Background: an optimization exercise with open tools, aiming at small area, a short achievable clock period and few clock cycles. Do not read the settings as production practice.
In this exercise RTL edits were held to simulation tests only and were not proved equivalent to the original.
Power is estimated from default activity; no workload was simulated.

## job 472
## prime_sieve_ctrl
module prime_sieve_ctrl #(
  parameter int N      = 1024,
  parameter int ADDR_W = 10,
  parameter int CNT_W  = 10
) (
  input  logic              Clock,
  input  logic              Reset_n,
  input  logic              Start,
  input  logic              En,
  output logic              Busy,
  output logic              Done,
  output logic              PrimeValid,
  output logic [ADDR_W-1:0] Prime,
  output logic [CNT_W-1:0]  PrimeCount
);
  localparam logic [7:0] LAST = 8'd172;    
  function automatic logic [2:0] skip_at(input logic [7:0] i);
    case (i)
      8'd1: skip_at = 3'd7;
      8'd8: skip_at = 3'd1;
      8'd10: skip_at = 3'd1;
      8'd14: skip_at = 3'd1;
      8'd15: skip_at = 3'd1;
      8'd17: skip_at = 3'd1;
      8'd20: skip_at = 3'd1;
      8'd22: skip_at = 3'd1;
      8'd23: skip_at = 3'd2;
      8'd29: skip_at = 3'd4;
      8'd31: skip_at = 3'd1;
      8'd33: skip_at = 3'd2;
      8'd35: skip_at = 3'd1;
      8'd36: skip_at = 3'd1;
      8'd38: skip_at = 3'd1;
      8'd39: skip_at = 3'd1;
      8'd41: skip_at = 3'd2;
      8'd45: skip_at = 3'd3;
  ...
export LEC_CHECK = 0
export CAP_MARGIN = 20
export CORE_MARGIN = 2
export CORE_UTILIZATION = 40
export SETUP_SLACK_MARGIN = 3.6
export SLEW_MARGIN = 20
create_clock -name core_clock -period 6.5 [get_ports {Clock}]
standard.sh (not shown) runs the stock make flow with config.mk's settings and CLKGATE_MAP_FILE= SYNTH_SCRIPT=/design/flow/synth_recipe.tcl, a recipe that flattens the netlist after the stock synthesis.
==> flow/flow/run.sh <==
#!/bin/bash
# Own layout flow: the standard ORFS flow (standard.sh) with
#  - synthesis: the standard script, but without Yosys's full-adder extraction
#    and with ABC's default liberty mapping in place of ORFS's speed script;
#    registers, their names and cell types are those of the standard synthesis;
#  - every port still buffered, with sky130_fd_sc_hd__buf_1 as the port buffer;
#  - CTS without dummy loads.
# Each tool's full output goes to a log file in the work folder.
set -euo pipefail
W=$(pwd)
export MY_ABC_D=${MY_ABC_D:-3000}
export MY_ABC_SCRIPT="$W/flow/abc.script"
bash standard.sh SYNTH_SCRIPT="$W/flow/synth.tcl" ADDER_MAP_FILE= synth > "$W/synth.log" 2>&1
bash standard.sh \
  "BUFFER_PORTS_ARGS=-buffer_cell sky130_fd_sc_hd__buf_1" \
  "CTS_ARGS=-sink_clustering_enable -repair_clock_nets -dont_use_dummy_load" \
  finish > "$W/layout.log" 2>&1
==> flow/flow/abc.script <==
strash
&get -n
&dch -f
&nf -R 1000
&put
==> flow/flow/synth.tcl <==
# Standard synthesis (synth_recipe.tcl) with ABC's default liberty mapping in
# place of ORFS's speed script.
proc synth {args} { yosys synth -nofsm -noshare {*}$args }

proc abc {args} {
  set keep {}
  set skip 0
  foreach a $args {
    if {$skip} { set skip 0; continue }
    if {$a eq "-script" || $a eq "-D"} { set skip 1; continue }
    lappend keep $a
  }
  if {[info exists ::env(MY_ABC_SCRIPT)] && $::env(MY_ABC_SCRIPT) ne ""} {
    set keep [concat [list -script $::env(MY_ABC_SCRIPT)] $keep]
  }
  if {[info exists ::env(MY_ABC_D)] && $::env(MY_ABC_D) ne ""} {
    lappend keep -D $::env(MY_ABC_D)
  }
  puts "my abc: $keep"
  yosys abc {*}$keep
}
source $::env(SCRIPTS_DIR)/synth.tcl
# left out here: clear keep_hierarchy, flatten, clean up, hide names made inside functions, write 1_2_yosys.v
Testbench counts of job 472, summed over its fixed seeds: cycles 2,080.
#### Input delta (job 3320 over job 472)
- GPL_TIMING_DRIVEN newly set to 0
- SETUP_SLACK_MARGIN changed from 3.6 to 3.5
Results
- [diff] overall power, job 3320 relative to job 472: improvement
- Job 3320 reports a higher worst-case reg-to-reg path depth than job 472 does.
- Summary: with job 472 as the reference, combinational gate power in job 3320 moved down by a few percent.
- Final critical-path share of the clock period, job 472 and job 3320: larger value in job 3320
- Delta (job 3320 minus job 472): fraction of the core area covered by cells at the end of the flow lost 1.3 points, count of non-CTS buffers in the layout shrank by 6.9%.
The inputs of job 3904 differ from those of job 3320 as listed below.
- a deleted GPL_TIMING_DRIVEN that had been 0
- a change of SETUP_SLACK_MARGIN from 3.5 to 3.3
Results
Portion of the layout cell area used by clock cells of job 3904 is on par with job 3320.
Job 3904 drops fewer vias than job 3320.
Worst slack after detailed placement improves in job 3904 relative to job 3320.
~same sequential power in job 3320 and job 3904
Lower headroom to the max-slew limit goes to job 3320 over job 3904.
Lower core utilization among job 3320 and job 3904: job 3904
Summary — number of design-rule violations left by the first detailed-router iteration, job 3904 relative to job 3320: higher, by 10.
Changes observed in job 3904 relative to job 3320: share of total power in combinational logic fell by 0.4 points, cell area fell by about 2.6%, total detailed-routing wirelength fell by about 6.5%, growth of design area from synthesis to finish fell by 3.1 points.


the reference run:
prime_sieve_ctrl again, from the RTL that the note above started with.
==> flow/config.mk <==
export PLATFORM = sky130hd
export DESIGN_NAME = prime_sieve_ctrl
export DESIGN_NICKNAME = prime_sieve_ctrl
export VERILOG_FILES = /design/flow/design.v
export SDC_FILE = /design/flow/constraint.sdc
export NUM_CORES = 4
export LEC_CHECK = 0
export CAP_MARGIN = 20
export CORE_MARGIN = 2
export CORE_UTILIZATION = 40
export SETUP_SLACK_MARGIN = 3.7
export SLEW_MARGIN = 20
==> flow/constraint.sdc <==
create_clock -name core_clock -period 6.5 [get_ports {Clock}]
set_input_delay 1.3000 -clock core_clock [delete_from_list [all_inputs] [get_ports {Clock}]]
set_output_delay 1.3000 -clock core_clock [all_outputs]
set_load 0.01 [all_outputs]
Scripts as last shown in full above: flow/flow/run.sh, flow/flow/abc.script, flow/flow/synth.tcl
Testbench counts of the reference run, summed over its fixed seeds: cycles 2,080.
Input-level comparison between the trial run and the reference run:
- swapping 3.7 for 3.6 in SETUP_SLACK_MARGIN
==> flow/flow/abc.script <==
strash
&get -n
&deepsyn -T 300 -S 1
&dch -f
&nf -R 1000
&put
[summary]
Reported for the reference run and the trial run, clock-buffer cell count turned out identical to the last digit.
The trial run vs. the reference run: count of fill cells added during filler insertion went down 9.3%; final worst-path cycle share went up 0.20 points.


run A:
Starting RTL as in the previous note.
Settings: LEC_CHECK=0, CAP_MARGIN=20, CORE_MARGIN=2, CORE_UTILIZATION=40, SETUP_SLACK_MARGIN=3.5, SLEW_MARGIN=20; clock period 6.5 ns.
==> flow/flow/run.sh <==
#!/bin/bash
# Own layout flow: the standard ORFS flow (standard.sh) with
#  - synthesis: the standard script (flow/synth.tcl wraps synth_recipe.tcl's
#    steps), but without Yosys's full-adder extraction and with the ABC script
#    in flow/abc.script (choices + area-recovering mapping) in place of ORFS's
#    speed script; registers, their names and cell types are those of the
#    standard synthesis;
#  - every port still buffered, with sky130_fd_sc_hd__buf_1 as the port buffer;
#  - CTS without dummy loads.
# Each tool's full output goes to a log file in the work folder.
set -euo pipefail
W=$(pwd)
export MY_ABC_D=${MY_ABC_D:-3000}
export MY_ABC_SCRIPT="$W/flow/abc.script"
bash standard.sh SYNTH_SCRIPT="$W/flow/synth.tcl" ADDER_MAP_FILE= synth > "$W/synth.log" 2>&1
bash standard.sh \
  "BUFFER_PORTS_ARGS=-buffer_cell sky130_fd_sc_hd__buf_1" \
  "CTS_ARGS=-sink_clustering_enable -repair_clock_nets -dont_use_dummy_load" \
  finish > "$W/layout.log" 2>&1
==> flow/flow/abc.script <==
strash
&get -n
&dch -f
&nf -R 1000
&put
==> flow/flow/synth.tcl <==
# Standard synthesis (synth_recipe.tcl), but every ABC call runs the script in
# $MY_ABC_SCRIPT (flow/abc.script) with delay target $MY_ABC_D ps in place of
# ORFS's speed script. run.sh also turns off full-adder extraction
# (ADDER_MAP_FILE empty).
proc synth {args} { yosys synth -nofsm -noshare {*}$args }

proc abc {args} {
  set keep {}
  set skip 0
  foreach a $args {
    if {$skip} { set skip 0; continue }
    if {$a eq "-script" || $a eq "-D"} { set skip 1; continue }
    lappend keep $a
  }
  if {[info exists ::env(MY_ABC_SCRIPT)] && $::env(MY_ABC_SCRIPT) ne ""} {
    set keep [concat [list -script $::env(MY_ABC_SCRIPT)] $keep]
  }
  if {[info exists ::env(MY_ABC_D)] && $::env(MY_ABC_D) ne ""} {
    lappend keep -D $::env(MY_ABC_D)
  }
  puts "my abc: $keep"
  yosys abc {*}$keep
}
source $::env(SCRIPTS_DIR)/synth.tcl
# left out here: clear keep_hierarchy, flatten, clean up, hide names made inside functions, write 1_2_yosys.v
Testbench counts of run A, summed over its fixed seeds: cycles 2,080.
Here is what was changed in the inputs of run B compared with run A.
# run A
export LEC_CHECK = 0
export CAP_MARGIN = 20
export CORE_MARGIN = 2
export CORE_UTILIZATION = 40
export SETUP_SLACK_MARGIN = 3.5
export SLEW_MARGIN = 20
create_clock -name core_clock -period 6.5 [get_ports {Clock}]
# run B
export LEC_CHECK = 0
export CAP_MARGIN = 0
export CORE_MARGIN = 2
export CORE_UTILIZATION = 40
export SETUP_SLACK_MARGIN = 3.5
export SLEW_MARGIN = 0
create_clock -name core_clock -period 6.5 [get_ports {Clock}]
==> flow/flow/run.sh <==
#!/bin/bash
# Own layout flow: the standard ORFS flow (standard.sh) with
#  - synthesis: the standard script, but without Yosys's full-adder extraction
#    and with ABC's default liberty mapping in place of ORFS's speed script;
#    registers, their names and cell types are those of the standard synthesis;
#  - every port still buffered, with sky130_fd_sc_hd__buf_1 as the port buffer;
#  - CTS without dummy loads.
# Each tool's full output goes to a log file in the work folder.
set -euo pipefail
W=$(pwd)
export MY_ABC_D=${MY_ABC_D:-3000}
export MY_ABC_SCRIPT="$W/flow/abc.script"
bash standard.sh SYNTH_SCRIPT="$W/flow/synth.tcl" ADDER_MAP_FILE= synth > "$W/synth.log" 2>&1
bash standard.sh \
  "BUFFER_PORTS_ARGS=-buffer_cell sky130_fd_sc_hd__buf_1" \
  "CTS_ARGS=-sink_clustering_enable -repair_clock_nets -dont_use_dummy_load" \
  finish > "$W/layout.log" 2>&1
-- flow/flow/synth.tcl --
<<< run A, line 1
# Standard synthesis (synth_recipe.tcl), but every ABC call runs the script in
# $MY_ABC_SCRIPT (flow/abc.script) with delay target $MY_ABC_D ps in place of
# ORFS's speed script. run.sh also turns off full-adder extraction
# (ADDER_MAP_FILE empty).
proc synth {args} { yosys synth -nofsm -noshare {*}$args }
>>> run B, line 1
# Standard synthesis (synth_recipe.tcl) with ABC's default liberty mapping in
# place of ORFS's speed script.
proc synth {args} { yosys synth -nofsm -noshare {*}$args }
### Flow results
- Diff run A..run B | global-route usage | unchanged
- Status: first-pass iteration count of the detailed router parity (run B, run A)
- Summary of run B over run A: number of enable-type register cells in the synthesized netlist held steady, power after layout held, total leakage power roughly the same.
diff inputs: run B => run C
# run B
export LEC_CHECK = 0
export CAP_MARGIN = 0
export CORE_MARGIN = 2
export CORE_UTILIZATION = 40
export SETUP_SLACK_MARGIN = 3.5
export SLEW_MARGIN = 0
create_clock -name core_clock -period 6.5 [get_ports {Clock}]
# run C
export LEC_CHECK = 0
export CAP_MARGIN = 20
export CORE_MARGIN = 2
export CORE_UTILIZATION = 40
export SETUP_SLACK_MARGIN = 3.6
export SLEW_MARGIN = 20
create_clock -name core_clock -period 6.5 [get_ports {Clock}]
-- flow/flow/run.sh --
<<< run B, line 15
  "BUFFER_PORTS_ARGS=-buffer_cell sky130_fd_sc_hd__buf_1" \
  "CTS_ARGS=-sink_clustering_enable -repair_clock_nets -dont_use_dummy_load" \
  finish > "$W/layout.log" 2>&1
>>> run C, line 15
  "BUFFER_PORTS_ARGS=-buffer_cell sky130_fd_sc_hd__buf_1" \
  "CTS_ARGS=-sink_clustering_enable -repair_clock_nets -dont_use_dummy_load -sink_clustering_size 30 -sink_clustering_max_diameter 500" \
  finish > "$W/layout.log" 2>&1
Findings:
- Between run B and run C, the cell count went up.
- Flip-flop and latch share of the layout cell area: lower on run C
- [run C] buffer count from post-CTS setup fixing rose 2 relative to run B
- The final layouts of run B and run C pass the timing, DRC and antenna checks.
- Non-clock buffer count (run C / run B): 1.16
For run D, these inputs were changed with respect to run C:
-- flow/flow/run.sh --
<<< run C, line 15
  "BUFFER_PORTS_ARGS=-buffer_cell sky130_fd_sc_hd__buf_1" \
  "CTS_ARGS=-sink_clustering_enable -repair_clock_nets -dont_use_dummy_load -sink_clustering_size 30 -sink_clustering_max_diameter 500" \
  finish > "$W/layout.log" 2>&1
>>> run D, line 15
  "BUFFER_PORTS_ARGS=-buffer_cell sky130_fd_sc_hd__buf_1" \
  "CTS_ARGS=-sink_clustering_enable -repair_clock_nets -dont_use_dummy_load" \
  finish > "$W/layout.log" 2>&1
-- flow/flow/abc.script --
<<< run C, line 5
&put
>>> run D, line 5
&put
&get -n
&st
&dch -f
&nf -R 1000
&put
--- outcome ---
Both conditions hold for run D: the flow ran to the end and the final layout passed the timing, DRC and antenna checks.
Run C went all the way through the flow, and no timing, DRC or antenna check failed.
Run C tops out at a higher clock frequency than run D.
From run C to run D the numbers moved as follows: wire length of the first global-routing pass went up by about 4%, global-route met3 utilization fell by 0.51 points, via count higher, post-synthesis to final-layout area growth shows an increase of 4.6 points, number of ordinary and repair buffers in the finished layout now larger.


prime_sieve_ctrl again, from the RTL that the note above started with.
clock: 6.5 ns
lec_check: 0
cap_margin: 20
core_margin: 2
core_utilization: 40
setup_slack_margin: 3.6
slew_margin: 20
==> flow/flow/run.sh <==
#!/bin/bash
# Own layout flow: the standard ORFS flow (standard.sh) with
#  - synthesis: the standard script, but without Yosys's full-adder extraction
#    and with ABC's default liberty mapping in place of ORFS's speed script;
#    registers, their names and cell types are those of the standard synthesis;
#  - every port still buffered, with sky130_fd_sc_hd__buf_1 as the port buffer;
#  - CTS without dummy loads.
# Each tool's full output goes to a log file in the work folder.
set -euo pipefail
W=$(pwd)
export MY_ABC_D=${MY_ABC_D:-3000}
export MY_ABC_SCRIPT="$W/flow/abc.script"
bash standard.sh SYNTH_SCRIPT="$W/flow/synth.tcl" ADDER_MAP_FILE= synth > "$W/synth.log" 2>&1
bash standard.sh \
  "BUFFER_PORTS_ARGS=-buffer_cell sky130_fd_sc_hd__buf_1" \
  "CTS_ARGS=-repair_clock_nets -dont_use_dummy_load" \
  finish > "$W/layout.log" 2>&1
==> flow/flow/abc.script <==
strash
&get -n
&dch -f
&nf -R 1000
&put
==> flow/flow/synth.tcl <==
# Standard synthesis (synth_recipe.tcl) with ABC's default liberty mapping in
# place of ORFS's speed script.
proc synth {args} { yosys synth -nofsm -noshare {*}$args }

proc abc {args} {
  set keep {}
  set skip 0
  foreach a $args {
    if {$skip} { set skip 0; continue }
    if {$a eq "-script" || $a eq "-D"} { set skip 1; continue }
    lappend keep $a
  }
  if {[info exists ::env(MY_ABC_SCRIPT)] && $::env(MY_ABC_SCRIPT) ne ""} {
    set keep [concat [list -script $::env(MY_ABC_SCRIPT)] $keep]
  }
  if {[info exists ::env(MY_ABC_D)] && $::env(MY_ABC_D) ne ""} {
    lappend keep -D $::env(MY_ABC_D)
  }
  puts "my abc: $keep"
  yosys abc {*}$keep
}
source $::env(SCRIPTS_DIR)/synth.tcl
# left out here: clear keep_hierarchy, flatten, clean up, hide names made inside functions, write 1_2_yosys.v
The starting point produced a clean layout.
Testbench counts at the start, summed over its fixed seeds: cycles 2,080.
Edit:
--- a/flow/flow/run.sh
+++ b/flow/flow/run.sh
@@ -15,3 +15,3 @@
   "BUFFER_PORTS_ARGS=-buffer_cell sky130_fd_sc_hd__buf_1" \
-  "CTS_ARGS=-repair_clock_nets -dont_use_dummy_load" \
+  "CTS_ARGS=-sink_clustering_enable -repair_clock_nets -dont_use_dummy_load" \
   finish > "$W/layout.log" 2>&1
SETUP_SLACK_MARGIN = 3.5   (was 3.6)
The changed run passed the timing, DRC and antenna checks.
Via count came out lower by 1.0%.
Die area stays the same.
Non-clock buffer count decreases by 4.
Sequential power stays flat.
Setup slack gets worse by 0.061 ns.
Power goes down by 1.5%.
Edit:
--- a/flow/flow/run.sh
+++ b/flow/flow/run.sh
@@ -15,3 +15,3 @@
   "BUFFER_PORTS_ARGS=-buffer_cell sky130_fd_sc_hd__buf_1" \
-  "CTS_ARGS=-sink_clustering_enable -repair_clock_nets -dont_use_dummy_load" \
+  "CTS_ARGS=-repair_clock_nets -dont_use_dummy_load -buf_list sky130_fd_sc_hd__clkbuf_16 -root_buf sky130_fd_sc_hd__clkbuf_16" \
   finish > "$W/layout.log" 2>&1
SETUP_SLACK_MARGIN = 3.6   (was 3.5)
Critical path depth is unchanged.
Area after synthesis stays the same.
Non-clock buffer count is higher by 4.
Edit:
--- a/flow/flow/run.sh
+++ b/flow/flow/run.sh
@@ -15,3 +15,3 @@
   "BUFFER_PORTS_ARGS=-buffer_cell sky130_fd_sc_hd__buf_1" \
-  "CTS_ARGS=-repair_clock_nets -dont_use_dummy_load -buf_list sky130_fd_sc_hd__clkbuf_16 -root_buf sky130_fd_sc_hd__clkbuf_16" \
+  "CTS_ARGS=-sink_clustering_enable -repair_clock_nets -dont_use_dummy_load" \
   finish > "$W/layout.log" 2>&1
SETUP_SLACK_MARGIN = 3.4   (was 3.6)
=>
- wire length fell by 6.2%
- design area fell by 6.6%
- clock-buffer cell count is unchanged
- combinational power fell by 4.9%
- setup slack gets worse by 0.14 ns

==> static timing again, ports no longer ideal <==
How much do the figures lean on ideal ports? The routed layouts below were timed once more, with nothing changed but the port constraints.
Step 1 (the two cells are an assumption about what drives the block):
set clk [get_ports {Clock}]
set_driving_cell -lib_cell sky130_fd_sc_hd__clkbuf_16 $clk
set_driving_cell -lib_cell sky130_fd_sc_hd__buf_2 [delete_from_list [all_inputs] $clk]
Step 2 adds t to the input delays and takes it off the output delays; t is the mean of the earliest and latest rising clock arrival at the registers after step 1. Input paths then give back, and output paths get back, about the clock's delay inside the block.
Three values: ideal, step 1, step 2; two values: the first two.
| run | t, ns | slack for setup (ns) | worst hold slack (ns) | worst setup path after step 2 | slew at the worst register clock pin (ns) |
|---|---|---|---|---|---|
| job 472 | 0.281 | 3.590 / 3.552 / 3.504 | 0.464 / 0.464 / 0.464 | input to register | 0.08 / 0.08 |
| job 3320 | 0.281 | 3.531 / 3.512 / 3.475 | 0.462 / 0.462 / 0.462 | input to register | 0.08 / 0.08 |
| job 3904 | 0.281 | 3.423 / 3.397 / 3.397 | 0.465 / 0.465 / 0.465 | input to output | 0.08 / 0.08 |
| the reference run | 0.276 | 3.577 / 3.539 / 3.514 | 0.475 / 0.475 / 0.475 | input to register | 0.08 / 0.08 |
| the trial run | 0.276 | 3.564 / 3.525 / 3.492 | 0.492 / 0.492 / 0.492 | input to register | 0.07 / 0.07 |
| run A | 0.280 | 3.529 / 3.502 / 3.502 | 0.463 / 0.463 / 0.463 | input to output | 0.08 / 0.08 |
| run B | 0.280 | 3.529 / 3.502 / 3.502 | 0.463 / 0.463 / 0.463 | input to output | 0.08 / 0.08 |
| run C | 0.281 | 3.590 / 3.552 / 3.504 | 0.464 / 0.464 / 0.464 | input to register | 0.08 / 0.08 |
| run D | 0.281 | 3.563 / 3.524 / 3.277 | 0.509 / 0.509 / 0.509 | input to register | 0.08 / 0.08 |
| the first run of note 4 | 0.281 | 3.590 / 3.552 / 3.504 | 0.464 / 0.464 / 0.464 | input to register | 0.08 / 0.08 |
| the second run of note 4 | 0.280 | 3.529 / 3.502 / 3.502 | 0.463 / 0.463 / 0.463 | input to output | 0.08 / 0.08 |
| the third run of note 4 | 0.279 | 3.589 / 3.552 / 3.473 | 0.465 / 0.465 / 0.465 | input to register | 0.06 / 0.06 |
| the fourth run of note 4 | 0.281 | 3.453 / 3.423 / 3.423 | 0.464 / 0.464 / 0.464 | input to output | 0.08 / 0.08 |
After both steps setup and hold are still met in every run listed. The setup slack of run D, which loses most, moves by -0.039 ns with the drivers and by -0.286 ns with both steps.
